This design comes from an exercise in tuning for small area, a short achievable clock period and few clock cycles per item on the open sky130 flow, not from production work. Where RTL was checked, it was by simulation tests only, not by an equivalence proof against the original. No activity file was given, so power comes from the tool's default toggle rates.

nickel:
==> flow/design.v (excerpt) <==
module fp32_mul_pipe #(
  parameter logic [31:0] QNAN = fp32_pkg::QNAN
) (
  input  logic        clk,
  input  logic        rst_n,
  input  logic        in_valid,
  output logic        in_ready,
  input  logic [31:0] A,
  input  logic [31:0] B,
  output logic        out_valid,
  input  logic        out_ready,
  output logic [31:0] result,
  output logic [2:0]  flags
);
For scale: about 2400 cells after synthesis, ~0.019 sq mm of cells after synthesis.
Settings: LEC_CHECK=0, ABC_AREA=1, CAP_MARGIN=20, CORE_MARGIN=2, CORE_UTILIZATION=55, CTS_BUF_LIST=sky130_fd_sc_hd__clkbuf_4 sky130_fd_sc_hd__clkbuf_8, SETUP_SLACK_MARGIN=2.6, SLEW_MARGIN=20, SYNTH_HIERARCHICAL=1, SYNTH_MINIMUM_KEEP_SIZE=0, TNS_END_PERCENT=5; clock period 8.0 ns.
standard.sh (not shown) runs the stock make flow with config.mk's settings and CLKGATE_MAP_FILE= SYNTH_SCRIPT=/design/flow/synth_recipe.tcl, a recipe that flattens the netlist after the stock synthesis.
==> flow/flow/run.sh <==
#!/bin/bash
# The standard layout, with the port buffers that global placement inserts made plain
# buffers (sky130_fd_sc_hd__buf_2) instead of the delay cell that buffer_ports picks.
set -euo pipefail
export BUFFER_PORTS_ARGS="-buffer_cell sky130_fd_sc_hd__buf_2"
bash standard.sh finish > standard_flow.log 2>&1
nickel | stages: all done | timing, DRC, antenna: all pass
Testbench counts of nickel, summed over its fixed seeds: cycles 8,008, items 8,000.
The following lists how fjord was set up differently from nickel:
- a change of CORE_UTILIZATION from 55 to 45
- a deleted CTS_BUF_LIST that had been sky130_fd_sc_hd__clkbuf_4 sky130_fd_sc_hd__clkbuf_8
- a change of SETUP_SLACK_MARGIN from 2.6 to 2.5
==> summary.txt <==
Diff nickel -> fjord: share of total power consumed by net switching dropped 1.4 points, routed wire length dropped about 2.5%, clock-pin slew of the registers on the worst-case setup and hold paths dropped 0.04 ns.
The run showing the greater setup slack is nickel.
fjord has count of instances resized after the clock tree is built below what nickel had.
From nickel to fjord the numbers moved as follows: final weighted congestion in routability-driven placement has decreased, number of setup buffers added after CTS lower, synthesis-to-layout area growth picked up an extra 0.71 points, clock share of power increased 1.2 points.
Here is what was changed in the inputs of amber compared with fjord.
==> flow/flow/run.sh <==
#!/bin/bash
# The standard layout, with two changes: the port buffers that global placement inserts
# are plain buffers (sky130_fd_sc_hd__buf_2) instead of the delay cell buffer_ports picks,
# and after global routing the resizer downsizes gates off the critical paths
# (ORFS's RECOVER_POWER step).
set -euo pipefail
export BUFFER_PORTS_ARGS="-buffer_cell sky130_fd_sc_hd__buf_2"
export RECOVER_POWER=100
bash standard.sh finish > standard_flow.log 2>&1
Results
Layout checks on amber: not met. Flow itself completed; violations: capacitance limit, slew limit.
amber vs fjord on minimum period implied by the final worst setup slack: amber is the higher one.
Diff fjord -> amber | worst path setup slack after routing | decrease of 0.91 ns
In terms of net switching power, amber and fjord differ only marginally.
From fjord to amber, simple-gate area share of the yosys netlist did not move at all.
Sum of met3 wire segment lengths after detailed routing essentially unchanged between amber and fjord.

wip/raven:
Starting RTL as in the previous note.
## fp32_mul_pipe
module fp32_mul_pipe #(
  parameter logic [31:0] QNAN = fp32_pkg::QNAN
) (
  input  logic        clk,
  input  logic        rst_n,
  input  logic        in_valid,
  output logic        in_ready,
  input  logic [31:0] A,
  input  logic [31:0] B,
  output logic        out_valid,
  input  logic        out_ready,
  output logic [31:0] result,
  output logic [2:0]  flags
);
  localparam int NR = 72;
  localparam int HW = 36;
  logic adv;
  logic [NR-1:0] rd, rq;
  logic [HW-1:0] hia, hib;
  logic ck;
  logic sign_d, sign_q, tie0_d, tie0_q, tie1_d, tie1_q, ck_q;
  logic [1:0] cls_d, cls_q;
  logic signed [9:0] exp_d, exp_q;
  logic bo0, bt0, bn0;
  logic pp0_0;
  logic pp0_1;
  logic pp0_2;
  logic pp0_3;
  logic pp0_4;
  logic pp0_5;
  logic pp0_6;
  logic pp0_7;
  logic pp0_8;
  logic pp0_9;
  logic pp0_10;
  logic pp0_11;
  logic pp0_12;
  logic pp0_13;
  logic pp0_14;
  logic pp0_15;
  logic pp0_16;
  logic pp0_17;
  logic pp0_18;
  logic pp0_19;
  logic pp0_20;
  logic pp0_21;
  logic pp0_22;
  logic pp0_23;
  logic pp0_24;
  logic ns0;
  logic bo1, bt1, bn1;
  logic pp1_0;
  logic pp1_1;
  logic pp1_2;
  logic pp1_3;
  logic pp1_4;
  logic pp1_5;
  logic pp1_6;
  logic pp1_7;
  logic pp1_8;
  logic pp1_9;
  logic pp1_10;
  logic pp1_11;
  logic pp1_12;
  logic pp1_13;
  logic pp1_14;
  logic pp1_15;
  logic pp1_16;
  logic pp1_17;
  logic pp1_18;
  logic pp1_19;
  logic pp1_20;
  logic pp1_21;
  logic pp1_22;
  logic pp1_23;
  logic pp1_24;
  logic ns1;
  logic bo2, bt2, bn2;
  logic pp2_0;
  logic pp2_1;
  logic pp2_2;
  logic pp2_3;
  logic pp2_4;
  logic pp2_5;
  logic pp2_6;
  logic pp2_7;
  logic pp2_8;
  logic pp2_9;
  logic pp2_10;
  logic pp2_11;
  logic pp2_12;
  ...
Settings: LEC_CHECK=0, ABC_AREA=1, CAP_MARGIN=20, CORE_MARGIN=2, CORE_UTILIZATION=45, CTS_BUF_LIST=sky130_fd_sc_hd__clkbuf_4 sky130_fd_sc_hd__clkbuf_8, PLACE_DENSITY=0.6, SETUP_SLACK_MARGIN=2.6, SLEW_MARGIN=20, SYNTH_HIERARCHICAL=1, SYNTH_MINIMUM_KEEP_SIZE=0, TNS_END_PERCENT=0; clock period 8.0 ns.
==> flow/flow/run.sh <==
#!/bin/bash
# The standard layout, with the port buffers that global placement inserts made plain
# buffers (sky130_fd_sc_hd__buf_2) instead of the delay cell that buffer_ports picks.
set -euo pipefail
export BUFFER_PORTS_ARGS="-buffer_cell sky130_fd_sc_hd__buf_2"
bash standard.sh finish > standard_flow.log 2>&1
In summary, wip/raven completed successfully, with a layout that passed the timing, design-rule and antenna checks.
Testbench counts of wip/raven, summed over its fixed seeds: cycles 8,008, items 8,000.
Edits applied to the flow inputs when going from wip/raven to wip/maple:
# wip/raven
export LEC_CHECK = 0
export ABC_AREA = 1
export CAP_MARGIN = 20
export CORE_MARGIN = 2
export CORE_UTILIZATION = 45
export CTS_BUF_LIST = sky130_fd_sc_hd__clkbuf_4 sky130_fd_sc_hd__clkbuf_8
export PLACE_DENSITY = 0.6
export SETUP_SLACK_MARGIN = 2.6
export SLEW_MARGIN = 20
export SYNTH_HIERARCHICAL = 1
export SYNTH_MINIMUM_KEEP_SIZE = 0
export TNS_END_PERCENT = 0
create_clock -name core_clock -period 8.0 [get_ports {clk}]
# wip/maple
export LEC_CHECK = 0
export ABC_AREA = 1
export CAP_MARGIN = 20
export CORE_MARGIN = 2
export CORE_UTILIZATION = 65
export PLACE_DENSITY = 0.75
export SETUP_SLACK_MARGIN = 2.5
export SLEW_MARGIN = 20
export SYNTH_HIERARCHICAL = 1
export SYNTH_MINIMUM_KEEP_SIZE = 0
export TNS_END_PERCENT = 5
create_clock -name core_clock -period 8.0 [get_ports {clk}]
Results
wip/maple ends up with lower area overhead of the layout relative to synthesis than wip/raven does.
Taking wip/raven as the reference point, the total routing usage reported by global routing of wip/maple rises by 11 points.
wip/maple and wip/raven ended up with roughly the same sequential share of layout area.
On multi-input logic cell count, wip/maple tracks wip/raven almost exactly.
Final cell count (lower): wip/maple
Combined area of the multi-input logic cells: wip/raven vs wip/maple — no meaningful difference
Highest cell delay on the worst timing path: wip/maple higher than wip/raven
wip/raven → wip/maple: combinational fraction of design power lost 0.9 points; die area lost 30%.
After detailed routing, wip/raven needs more wire than wip/maple.
Input changes introduced in wip/cedar (baseline for comparison: wip/maple):
# wip/maple
export LEC_CHECK = 0
export ABC_AREA = 1
export CAP_MARGIN = 20
export CORE_MARGIN = 2
export CORE_UTILIZATION = 65
export PLACE_DENSITY = 0.75
export SETUP_SLACK_MARGIN = 2.5
export SLEW_MARGIN = 20
export SYNTH_HIERARCHICAL = 1
export SYNTH_MINIMUM_KEEP_SIZE = 0
export TNS_END_PERCENT = 5
create_clock -name core_clock -period 8.0 [get_ports {clk}]
# wip/cedar
export LEC_CHECK = 0
export ABC_AREA = 1
export CAP_MARGIN = 20
export CORE_MARGIN = 2
export CORE_UTILIZATION = 55
export PLACE_DENSITY = 0.7
export SETUP_SLACK_MARGIN = 2.75
export SLEW_MARGIN = 20
export SYNTH_HIERARCHICAL = 1
export SYNTH_MINIMUM_KEEP_SIZE = 0
export TNS_END_PERCENT = 5
create_clock -name core_clock -period 8.0 [get_ports {clk}]
### Flow results
The largest fanout of any net on the critical path in wip/maple is 1.3 times that in wip/cedar. In wip/cedar, the count of clock-buffer cells in the layout came out 1 below the value in wip/maple. Changes observed in wip/cedar relative to wip/maple: chip width increased 15 um; peak supply drop higher; worst path buffer plus inverter count now smaller. Sort wip/maple and wip/cedar by power density over the cells desc -> top: wip/maple. Delta (wip/cedar minus wip/maple): share of the core filled with cells shows a reduction of 6.9 points; final area shows an increase of 1200 um2. Wire: wip/cedar routes more than wip/maple. Compared with wip/maple, wip/cedar is more frugal on power.
Edits applied to the flow inputs when going from wip/cedar to wip/onyx:
# wip/cedar
export LEC_CHECK = 0
export ABC_AREA = 1
export CAP_MARGIN = 20
export CORE_MARGIN = 2
export CORE_UTILIZATION = 55
export PLACE_DENSITY = 0.7
export SETUP_SLACK_MARGIN = 2.75
export SLEW_MARGIN = 20
export SYNTH_HIERARCHICAL = 1
export SYNTH_MINIMUM_KEEP_SIZE = 0
export TNS_END_PERCENT = 5
create_clock -name core_clock -period 8.0 [get_ports {clk}]
# wip/onyx
export LEC_CHECK = 0
export ABC_AREA = 1
export CAP_MARGIN = 5
export CORE_MARGIN = 2
export CORE_UTILIZATION = 45
export SETUP_SLACK_MARGIN = 2.5
export SLEW_MARGIN = 5
export SYNTH_HIERARCHICAL = 1
export SYNTH_MINIMUM_KEEP_SIZE = 0
export TNS_END_PERCENT = 5
create_clock -name core_clock -period 8.0 [get_ports {clk}]
## What came out
Side by side, total power turned out lower in wip/onyx than in wip/cedar. Compared with wip/cedar, in wip/onyx power density over the cells moved up, via count decreased by 739 relative to the old numbers, signal arrival time at the worst endpoint grew by 0.18 ns, amount of wire on met2 after detailed routing dropped 98 um. Average wire per cell in the routed design, wip/cedar and wip/onyx, higher one = wip/cedar.
> inputs changed (wip/onyx -> wip/garnet)
# wip/onyx
export LEC_CHECK = 0
export ABC_AREA = 1
export CAP_MARGIN = 5
export CORE_MARGIN = 2
export CORE_UTILIZATION = 45
export SETUP_SLACK_MARGIN = 2.5
export SLEW_MARGIN = 5
export SYNTH_HIERARCHICAL = 1
export SYNTH_MINIMUM_KEEP_SIZE = 0
export TNS_END_PERCENT = 5
create_clock -name core_clock -period 8.0 [get_ports {clk}]
# wip/garnet
export LEC_CHECK = 0
export ABC_AREA = 0
export CAP_MARGIN = 20
export CORE_MARGIN = 2
export CORE_UTILIZATION = 45
export SETUP_SLACK_MARGIN = 2.5
export SLEW_MARGIN = 20
export SYNTH_HIERARCHICAL = 1
export SYNTH_MINIMUM_KEEP_SIZE = 0
export TNS_END_PERCENT = 5
create_clock -name core_clock -period 8.0 [get_ports {clk}]
Findings:
Every run (wip/onyx and wip/garnet) finished clean. When wip/garnet is measured against wip/onyx, its post-route clock period utilization turns out 1.1 points higher. Weighted congestion reported at the end of routability-driven placement up 0.039 in wip/garnet wrt wip/onyx. Via count sits higher in wip/garnet than in wip/onyx. wip/garnet falls short of wip/onyx in total design power.
Here is what was changed in the inputs of wip/yarrow compared with wip/garnet.
# wip/garnet
export LEC_CHECK = 0
export ABC_AREA = 0
export CAP_MARGIN = 20
export CORE_MARGIN = 2
export CORE_UTILIZATION = 45
export SETUP_SLACK_MARGIN = 2.5
export SLEW_MARGIN = 20
export SYNTH_HIERARCHICAL = 1
export SYNTH_MINIMUM_KEEP_SIZE = 0
export TNS_END_PERCENT = 5
create_clock -name core_clock -period 8.0 [get_ports {clk}]
# wip/yarrow
export LEC_CHECK = 0
export ABC_AREA = 1
export CAP_MARGIN = 20
export CORE_MARGIN = 2
export CORE_UTILIZATION = 45
export SETUP_SLACK_MARGIN = 2
export SLEW_MARGIN = 20
export SYNTH_HIERARCHICAL = 1
export SYNTH_MINIMUM_KEEP_SIZE = 0
export TNS_END_PERCENT = 5
create_clock -name core_clock -period 8.0 [get_ports {clk}]
--- outcome ---
On post-synthesis instance area: wip/yarrow sits below wip/garnet.
wip/yarrow: PASS, flow complete, no timing, DRC or antenna violations
Global-route usage for wip/yarrow is lower than for wip/garnet.
The non-clock buffer count in wip/yarrow is 0.56 times that in wip/garnet.
Of wip/yarrow and wip/garnet, the higher area growth from synthesis to layout belongs to wip/garnet.
When wip/yarrow is set beside wip/garnet, its number of placement rows turns out to be about 10% smaller.
wip/garnet → wip/yarrow: inverter count of the layout excluding clock inverters now sits higher; sequential share of layout area climbed 3.0 points.

## job 101
Another version of the RTL of fp32_mul_pipe (not shown whole).
For scale: ~71 flip-flops, roughly 110 I/O pins.
export LEC_CHECK = 0
export CAP_MARGIN = 20
export CORE_MARGIN = 2
export CORE_UTILIZATION = 55
export SETUP_SLACK_MARGIN = 3
export SLEW_MARGIN = 20
create_clock -name core_clock -period 8.0 [get_ports {clk}]
run.sh (not shown) runs the stock make flow with config.mk's settings and CLKGATE_MAP_FILE= SYNTH_SCRIPT=/design/flow/synth_recipe.tcl, a recipe that flattens the netlist after the stock synthesis.
Stock flow here: none of the scripts above is used.
Job 101 did not stop at any stage, and its layout met the timing, design-rule and antenna checks.
Testbench counts of job 101, summed over its fixed seeds: cycles 8,008, items 8,000.
Modified inputs, job 102 compared to job 101
--- a/flow/config.mk
+++ b/flow/config.mk
@@ -10,2 +10 @@
-export CORE_UTILIZATION = 55
-export SETUP_SLACK_MARGIN = 3
+export CORE_UTILIZATION = 40
[summary]
Diff job 101..job 102 | number of top-level pins | unchanged. First-pass GRT wire length (job 102 vs. job 101) decreases by more than 10%. On total wire length: between job 101 and job 102, it ends up higher for job 101. Diff job 101 -> job 102 | number of antenna violations at the first check in global routing | increase of 4.
Input changes introduced in job 103 (baseline for comparison: job 102):
--- a/flow/config.mk
+++ b/flow/config.mk
@@ -10 +10,2 @@
-export CORE_UTILIZATION = 40
+export CORE_UTILIZATION = 55
+export SETUP_SLACK_MARGIN = 2
- In the tables for job 102 and job 103, power share of the combinational group reads higher with job 103.
- Comparing job 103 with job 102, the max-slew violation count came out essentially unchanged.
- Share of layout cells above drive strength 1 on job 103 is up relative to job 102.
- Of job 102 and job 103, the run reporting the higher critical path arrival was job 102.

== violet ==
fp32_mul_pipe, a different RTL version from the one above (not shown whole).
For scale: about 2,800 cells after synthesis, roughly 89 flip-flops, about 110 I/O pins, roughly 22,000 um2 of cells after synthesis.
Settings: LEC_CHECK=0, CAP_MARGIN=20, CORE_MARGIN=2, CORE_UTILIZATION=45, SETUP_SLACK_MARGIN=2, SLEW_MARGIN=20; clock period 8.0 ns.
Every stage of the flow completed for violet, and the final layout passed the timing, design-rule and antenna checks.
What ember does differently from violet at the input level:
Settings: changing SETUP_SLACK_MARGIN from 2 to 3; setting ABC_AREA to 1 for the first time; setting TNS_END_PERCENT to 5 for the first time.
==> flow/flow/run.sh (new file) <==
#!/bin/bash
# The standard layout, with the port buffers that global placement inserts made plain
# buffers (sky130_fd_sc_hd__buf_2) instead of the delay cell that buffer_ports picks.
set -euo pipefail
export BUFFER_PORTS_ARGS="-buffer_cell sky130_fd_sc_hd__buf_2"
bash standard.sh finish > standard_flow.log 2>&1
==> flow/standard.sh (new file) <==
#!/bin/bash
# synth_recipe.tcl (not shown) runs the flow's synth.tcl, then flattens the netlist and writes it again
# the make line also repeats each setting of config.mk as NAME=value (left out here)
make -C /OpenROAD-flow-scripts/flow DESIGN_CONFIG=/design/flow/config.mk WORK_HOME=/design/flow/orfs CLKGATE_MAP_FILE= SYNTH_SCRIPT=/design/flow/synth_recipe.tcl "${@:-finish}"
removed: flow/run.sh
### Flow results
- Compared with violet, ember shows cell count lower by 1.5%.
- ember vs violet — sequential power climbed by a few percent
- ember vs. violet: synthesized cell count has decreased, buffering overhead has increased, final wirelength has decreased, power consumption has increased, setup slack on the worst flop-to-flop path has decreased.
- Non-clock buffer count (lower): violet
- Die area in ember is about 8% below violet.
- On total standard cell area after synthesis, the higher figure sits with violet, not ember.
Function was not checked in any run of this note: the RTL went through the layout flow alone.

re-timing with driven ports:
No port has a modelled driver above. Below, the same layouts with a new extraction and two added sets of constraints. Step 1 sets driving cells, clkbuf_16 on the clock port and buf_2 on the other inputs (assumed; they add their load-dependent delay and slew). Step 2, shift: input delay + t, output delay - t, t = (earliest + latest rising clock arrival at the registers) / 2. This alone moves slack from input paths to output paths. Three values: no drivers, after step 1, after step 2; two values: the first two.
| run | t (ns) | setup WS [ns] | worst setup path after step 2 | latest minus earliest clock arrival (ns) | worst register clock-pin slew, ns |
|---|---|---|---|---|---|
| nickel | 0.460 | 2.616 / 2.647 / 2.188 | input to register | 0.028 / 0.029 | 0.12 / 0.12 |
| fjord | 0.409 | 2.575 / 2.603 / 2.194 | input to register | 0.015 / 0.016 | 0.07 / 0.07 |
| amber | 0.408 | 1.666 / 1.691 / 1.283 | input to register | 0.016 / 0.015 | 0.07 / 0.07 |
| wip/raven | 0.435 | 2.581 / 2.595 / 2.160 | input to register | 0.018 / 0.018 | 0.10 / 0.10 |
| wip/maple | 0.402 | 2.547 / 2.578 / 2.176 | input to register | 0.016 / 0.016 | 0.07 / 0.07 |
| wip/cedar | 0.404 | 2.742 / 2.654 / 2.250 | input to register | 0.019 / 0.019 | 0.08 / 0.08 |
| wip/onyx | 0.409 | 2.575 / 2.603 / 2.194 | input to register | 0.015 / 0.016 | 0.07 / 0.07 |
| wip/garnet | 0.433 | 2.484 / 2.423 / 1.990 | input to register | 0.022 / 0.022 | 0.09 / 0.09 |
| wip/yarrow | 0.410 | 1.876 / 1.906 / 1.496 | input to register | 0.013 / 0.013 | 0.07 / 0.07 |
| job 101 | 0.450 | 2.354 / 2.151 / 1.702 | input to register | 0.027 / 0.027 | 0.08 / 0.08 |
| job 102 | 0.432 | 1.183 / 1.194 / 0.762 | input to register | 0.016 / 0.015 | 0.07 / 0.07 |
| job 103 | 0.428 | 1.841 / 1.845 / 1.417 | input to register | 0.020 / 0.020 | 0.07 / 0.07 |
| violet | 0.418 | 2.055 / 1.999 / 1.678 | input to register | 0.010 / 0.011 | 0.07 / 0.07 |
| ember | 0.395 | 2.762 / 2.750 / 2.356 | input to register | 0.013 / 0.013 | 0.07 / 0.07 |
The setup slack of job 101, which loses most, moves by -0.203 ns with the drivers and by -0.652 ns with both steps.
